This design comes from an exercise in tuning for small area, a short achievable clock period and few clock cycles per item on the open sky130 flow, not from production work. RTL that was checked went through simulation tests only; none was proved equivalent to the original.

==> sierra: inputs <==
Design wallace_mac, start of the top module:
module wallace_mac (
    input  wire        clk,
    input  wire        arst_n,
    input  wire        req,
    output logic       ack,
    input  wire [15:0] a,
    input  wire [15:0] b,
    input  wire [31:0] acc,
    input  wire        cin,
    output logic [32:0] result
);
==> flow/config.mk <==
export PLATFORM = sky130hd
export DESIGN_NAME = wallace_mac
export DESIGN_NICKNAME = wallace_mac
export VERILOG_FILES = /design/flow/design.v
export SDC_FILE = /design/flow/constraint.sdc
export NUM_CORES = 4
export LEC_CHECK = 0
export CAP_MARGIN = 20
export CORE_MARGIN = 2
export CORE_UTILIZATION = 40
export CTS_BUF_LIST = sky130_fd_sc_hd__clkbuf_8
export SETUP_SLACK_MARGIN = 2.0
export SLEW_MARGIN = 20
export SYNTH_HIERARCHICAL = 1
export SYNTH_MINIMUM_KEEP_SIZE = 0
==> flow/constraint.sdc <==
create_clock -name core_clock -period 6.0 [get_ports {clk}]
set_input_delay 1.2000 -clock core_clock [delete_from_list [all_inputs] [get_ports {clk}]]
set_output_delay 1.2000 -clock core_clock [all_outputs]
set_load 0.01 [all_outputs]
standard.sh (not shown) runs the stock make flow with config.mk's settings and CLKGATE_MAP_FILE= SYNTH_SCRIPT=/design/flow/synth_recipe.tcl, a recipe that flattens the netlist after the stock synthesis.
==> flow/flow/run.sh <==
#!/bin/bash
# The standard layout (the standard.sh: ORFS synthesis and place and route,
# unchanged), except that the port buffers that global placement inserts on
# every input and output use a plain buffer cell rather than the delay cell
# the resizer would pick by default.
set -euo pipefail
export BUFFER_PORTS_ARGS="-buffer_cell ${PORT_BUFFER:-sky130_fd_sc_hd__buf_2}"
bash standard.sh > standard_flow.log 2>&1
==> cedar: changes against sierra <==
--- a/flow/design.v
+++ b/flow/design.v
@@ -1013,13 +1013,11 @@
     wire i_G3_7;
     wire G4_8;
     wire G4_9;
     wire G4_10;
     wire G4_11;
-    wire G3_7d1;
     wire G4_12;
-    wire i_G3_7d1;
     wire G4_13;
     wire G4_14;
     wire G4_15;
     wire i_G3_23;
     wire G4_24;
@@ -1029,14 +1027,12 @@
     wire P4_25;
     wire G4_26;
     wire P4_26;
     wire G4_27;
     wire P4_27;
-    wire G3_23d1;
     wire G4_28;
     wire P4_28;
-    wire i_G3_23d1;
     wire G4_29;
     wire P4_29;
     wire G4_30;
     wire P4_30;
     wire G4_31;
@@ -1044,25 +1040,19 @@
     wire G5_16;
     wire i_G4_15;
     wire G5_17;
     wire G5_18;
     wire G5_19;
-    wire G4_15d1;
-    wire i_G4_15d1;
     wire G5_20;
     wire G5_21;
     wire G5_22;
     wire G5_23;
-    wire G4_15d2;
-    wire i_G4_15d2;
     wire G5_24;
     wire G5_25;
     wire G5_26;
     wire G5_27;
-    wire G4_15d3;
     wire G5_28;
-    wire i_G4_15d3;
     wire G5_29;
     wire G5_30;
     wire G5_31;
     wire s_0;
     wire s_1;
@@ -1963,59 +1953,49 @@
     assign i_G3_7 = ~G3_7;
     mac_aoi21 u_G4_8 (.a(r_p0_8), .b(i_G3_7), .c(r_g0_8), .y(G4_8));
     mac_oai21 u_G4_9 (.a(r_P1_9), .b(G3_7), .c(r_G1_9), .y(G4_9));
     mac_oai21 u_G4_10 (.a(P2_10), .b(G3_7), .c(G2_10), .y(G4_10));
     mac_aoi21 u_G4_11 (.a(P2_11), .b(i_G3_7), .c(G2_11), .y(G4_11));
-    mac_aoi21 u_G3_7d1 (.a(r_P2_7), .b(r_G2_3), .c(r_G2_7), .y(G3_7d1));
-    mac_oai21 u_G4_12 (.a(P3_12), .b(G3_7d1), .c(G3_12), .y(G4_12));
-    assign i_G3_7d1 = ~G3_7d1;
-    mac_aoi21 u_G4_13 (.a(P3_13), .b(i_G3_7d1), .c(G3_13), .y(G4_13));
-    mac_aoi21 u_G4_14 (.a(P3_14), .b(i_G3_7d1), .c(G3_14), .y(G4_14));
-    mac_oai21 u_G4_15 (.a(P3_15), .b(G3_7d1), .c(G3_15), .y(G4_15));
+    mac_oai21 u_G4_12 (.a(P3_12), .b(G3_7), .c(G3_12), .y(G4_12));
+    mac_aoi21 u_G4_13 (.a(P3_13), .b(i_G3_7), .c(G3_13), .y(G4_13));
+    mac_aoi21 u_G4_14 (.a(P3_14), .b(i_G3_7), .c(G3_14), .y(G4_14));
+    mac_oai21 u_G4_15 (.a(P3_15), .b(G3_7), .c(G3_15), .y(G4_15));
     assign i_G3_23 = ~G3_23;
     mac_aoi21 u_G4_24 (.a(p0_24), .b(i_G3_23), .c(g0_24), .y(G4_24));
     assign i_P3_23 = ~P3_23;
     mac_nand2 u_P4_24 (.a(p0_24), .b(i_P3_23), .y(P4_24));
     mac_oai21 u_G4_25 (.a(P1_25), .b(G3_23), .c(G1_25), .y(G4_25));
     mac_nor2 u_P4_25 (.a(P1_25), .b(P3_23), .y(P4_25));
     mac_oai21 u_G4_26 (.a(P2_26), .b(G3_23), .c(G2_26), .y(G4_26));
     mac_nor2 u_P4_26 (.a(P2_26), .b(P3_23), .y(P4_26));
     mac_aoi21 u_G4_27 (.a(P2_27), .b(i_G3_23), .c(G2_27), .y(G4_27));
     mac_nand2 u_P4_27 (.a(P2_27), .b(i_P3_23), .y(P4_27));
-    mac_aoi21 u_G3_23d1 (.a(P2_23), .b(G2_19), .c(G2_23), .y(G3_23d1));
-    mac_oai21 u_G4_28 (.a(P3_28), .b(G3_23d1), .c(G3_28), .y(G4_28));
+    mac_oai21 u_G4_28 (.a(P3_28), .b(G3_23), .c(G3_28), .y(G4_28));
     mac_nor2 u_P4_28 (.a(P3_28), .b(P3_23), .y(P4_28));
-    assign i_G3_23d1 = ~G3_23d1;
-    mac_aoi21 u_G4_29 (.a(P3_29), .b(i_G3_23d1), .c(G3_29), .y(G4_29));
+    mac_aoi21 u_G4_29 (.a(P3_29), .b(i_G3_23), .c(G3_29), .y(G4_29));
     mac_nand2 u_P4_29 (.a(P3_29), .b(i_P3_23), .y(P4_29));
-    mac_aoi21 u_G4_30 (.a(P3_30), .b(i_G3_23d1), .c(G3_30), .y(G4_30));
+    mac_aoi21 u_G4_30 (.a(P3_30), .b(i_G3_23), .c(G3_30), .y(G4_30));
     mac_nand2 u_P4_30 (.a(P3_30), .b(i_P3_23), .y(P4_30));
-    mac_oai21 u_G4_31 (.a(P3_31), .b(G3_23d1), .c(G3_31), .y(G4_31));
+    mac_oai21 u_G4_31 (.a(P3_31), .b(G3_23), .c(G3_31), .y(G4_31));
     mac_nor2 u_P4_31 (.a(P3_31), .b(P3_23), .y(P4_31));
     mac_aoi21 u_G5_16 (.a(p0_16), .b(G4_15), .c(g0_16), .y(G5_16));
     assign i_G4_15 = ~G4_15;
     mac_oai21 u_G5_17 (.a(P1_17), .b(i_G4_15), .c(G1_17), .y(G5_17));
     mac_oai21 u_G5_18 (.a(P2_18), .b(i_G4_15), .c(G2_18), .y(G5_18));
     mac_aoi21 u_G5_19 (.a(P2_19), .b(G4_15), .c(G2_19), .y(G5_19));
-    mac_oai21 u_G4_15d1 (.a(P3_15), .b(G3_7d1), .c(G3_15), .y(G4_15d1));
-    assign i_G4_15d1 = ~G4_15d1;
-    mac_oai21 u_G5_20 (.a(P3_20), .b(i_G4_15d1), .c(G3_20), .y(G5_20));
-    mac_aoi21 u_G5_21 (.a(P3_21), .b(G4_15d1), .c(G3_21), .y(G5_21));
-    mac_aoi21 u_G5_22 (.a(P3_22), .b(G4_15d1), .c(G3_22), .y(G5_22));
-    mac_oai21 u_G5_23 (.a(P3_23), .b(i_G4_15d1), .c(G3_23), .y(G5_23));
-    mac_oai21 u_G4_15d2 (.a(P3_15), .b(G3_7d1), .c(G3_15), .y(G4_15d2));
-    assign i_G4_15d2 = ~G4_15d2;
-    mac_oai21 u_G5_24 (.a(P4_24), .b(i_G4_15d2), .c(G4_24), .y(G5_24));
-    mac_aoi21 u_G5_25 (.a(P4_25), .b(G4_15d2), .c(G4_25), .y(G5_25));
-    mac_aoi21 u_G5_26 (.a(P4_26), .b(G4_15d2), .c(G4_26), .y(G5_26));
-    mac_oai21 u_G5_27 (.a(P4_27), .b(i_G4_15d2), .c(G4_27), .y(G5_27));
-    mac_oai21 u_G4_15d3 (.a(P3_15), .b(G3_7d1), .c(G3_15), .y(G4_15d3));
-    mac_aoi21 u_G5_28 (.a(P4_28), .b(G4_15d3), .c(G4_28), .y(G5_28));
-    assign i_G4_15d3 = ~G4_15d3;
-    mac_oai21 u_G5_29 (.a(P4_29), .b(i_G4_15d3), .c(G4_29), .y(G5_29));
-    mac_oai21 u_G5_30 (.a(P4_30), .b(i_G4_15d3), .c(G4_30), .y(G5_30));
-    mac_aoi21 u_G5_31 (.a(P4_31), .b(G4_15d3), .c(G4_31), .y(G5_31));
+    mac_oai21 u_G5_20 (.a(P3_20), .b(i_G4_15), .c(G3_20), .y(G5_20));
+    mac_aoi21 u_G5_21 (.a(P3_21), .b(G4_15), .c(G3_21), .y(G5_21));
+    mac_aoi21 u_G5_22 (.a(P3_22), .b(G4_15), .c(G3_22), .y(G5_22));
+    mac_oai21 u_G5_23 (.a(P3_23), .b(i_G4_15), .c(G3_23), .y(G5_23));
+    mac_oai21 u_G5_24 (.a(P4_24), .b(i_G4_15), .c(G4_24), .y(G5_24));
+    mac_aoi21 u_G5_25 (.a(P4_25), .b(G4_15), .c(G4_25), .y(G5_25));
+    mac_aoi21 u_G5_26 (.a(P4_26), .b(G4_15), .c(G4_26), .y(G5_26));
+    mac_oai21 u_G5_27 (.a(P4_27), .b(i_G4_15), .c(G4_27), .y(G5_27));
+    mac_aoi21 u_G5_28 (.a(P4_28), .b(G4_15), .c(G4_28), .y(G5_28));
+    mac_oai21 u_G5_29 (.a(P4_29), .b(i_G4_15), .c(G4_29), .y(G5_29));
+    mac_oai21 u_G5_30 (.a(P4_30), .b(i_G4_15), .c(G4_30), .y(G5_30));
+    mac_aoi21 u_G5_31 (.a(P4_31), .b(G4_15), .c(G4_31), .y(G5_31));
     assign s_7 = ~(r_p0_7 ^ r_G3_6);
     assign s_8 = r_p0_8 ^ G3_7;
     assign s_9 = r_p0_9 ^ G4_8;
     assign s_10 = ~(r_p0_10 ^ G4_9);
     assign s_11 = ~(p0_11 ^ G4_10);
CORE_UTILIZATION = 55   (was 40)
==> notes <==
In sierra the sequential share of layout area is lower than in cedar, by 0.21 points. In cedar the synthesized cell count is smaller than in sierra, by 1.1%. In sierra the via count is higher than in cedar, by about 1.7%. First-iteration DRC count: sierra is smaller than cedar (17%).
Testbench counts of cedar, summed over its fixed seeds: cycles 16,000, items 8,000.
For sierra, only the layout was checked, not whether the RTL still works.

[separate check: timing with driven ports]
The results above use ideal ports. As a check the final layouts listed here were re-extracted and re-timed, cells and wires unchanged. Step 1: set_driving_cell puts a clkbuf_16 on clk and a buf_2 on each other input, an assumption about the parent block. Step 2 also shifts input and output timing later by t, the mid clock arrival at the registers, as if the neighbouring blocks saw the same clock. a / b / c = ideal / step 1 / step 2; a / b = the first two.
| run | t (ns) | slack for setup (ns) | hold WS [ns] | worst register clock-pin slew, ns |
|---|---|---|---|---|
| sierra | 0.415 | 2.062 / 2.049 / 1.654 | 0.582 / 0.563 / 0.978 | 0.09 / 0.09 |
| cedar | 0.409 | 2.044 / 2.021 / 1.634 | 0.586 / 0.568 / 0.977 | 0.09 / 0.09 |
After both steps every run listed still meets setup and hold. The setup slack of cedar, which loses most, moves by -0.023 ns with the drivers and by -0.410 ns with both steps.
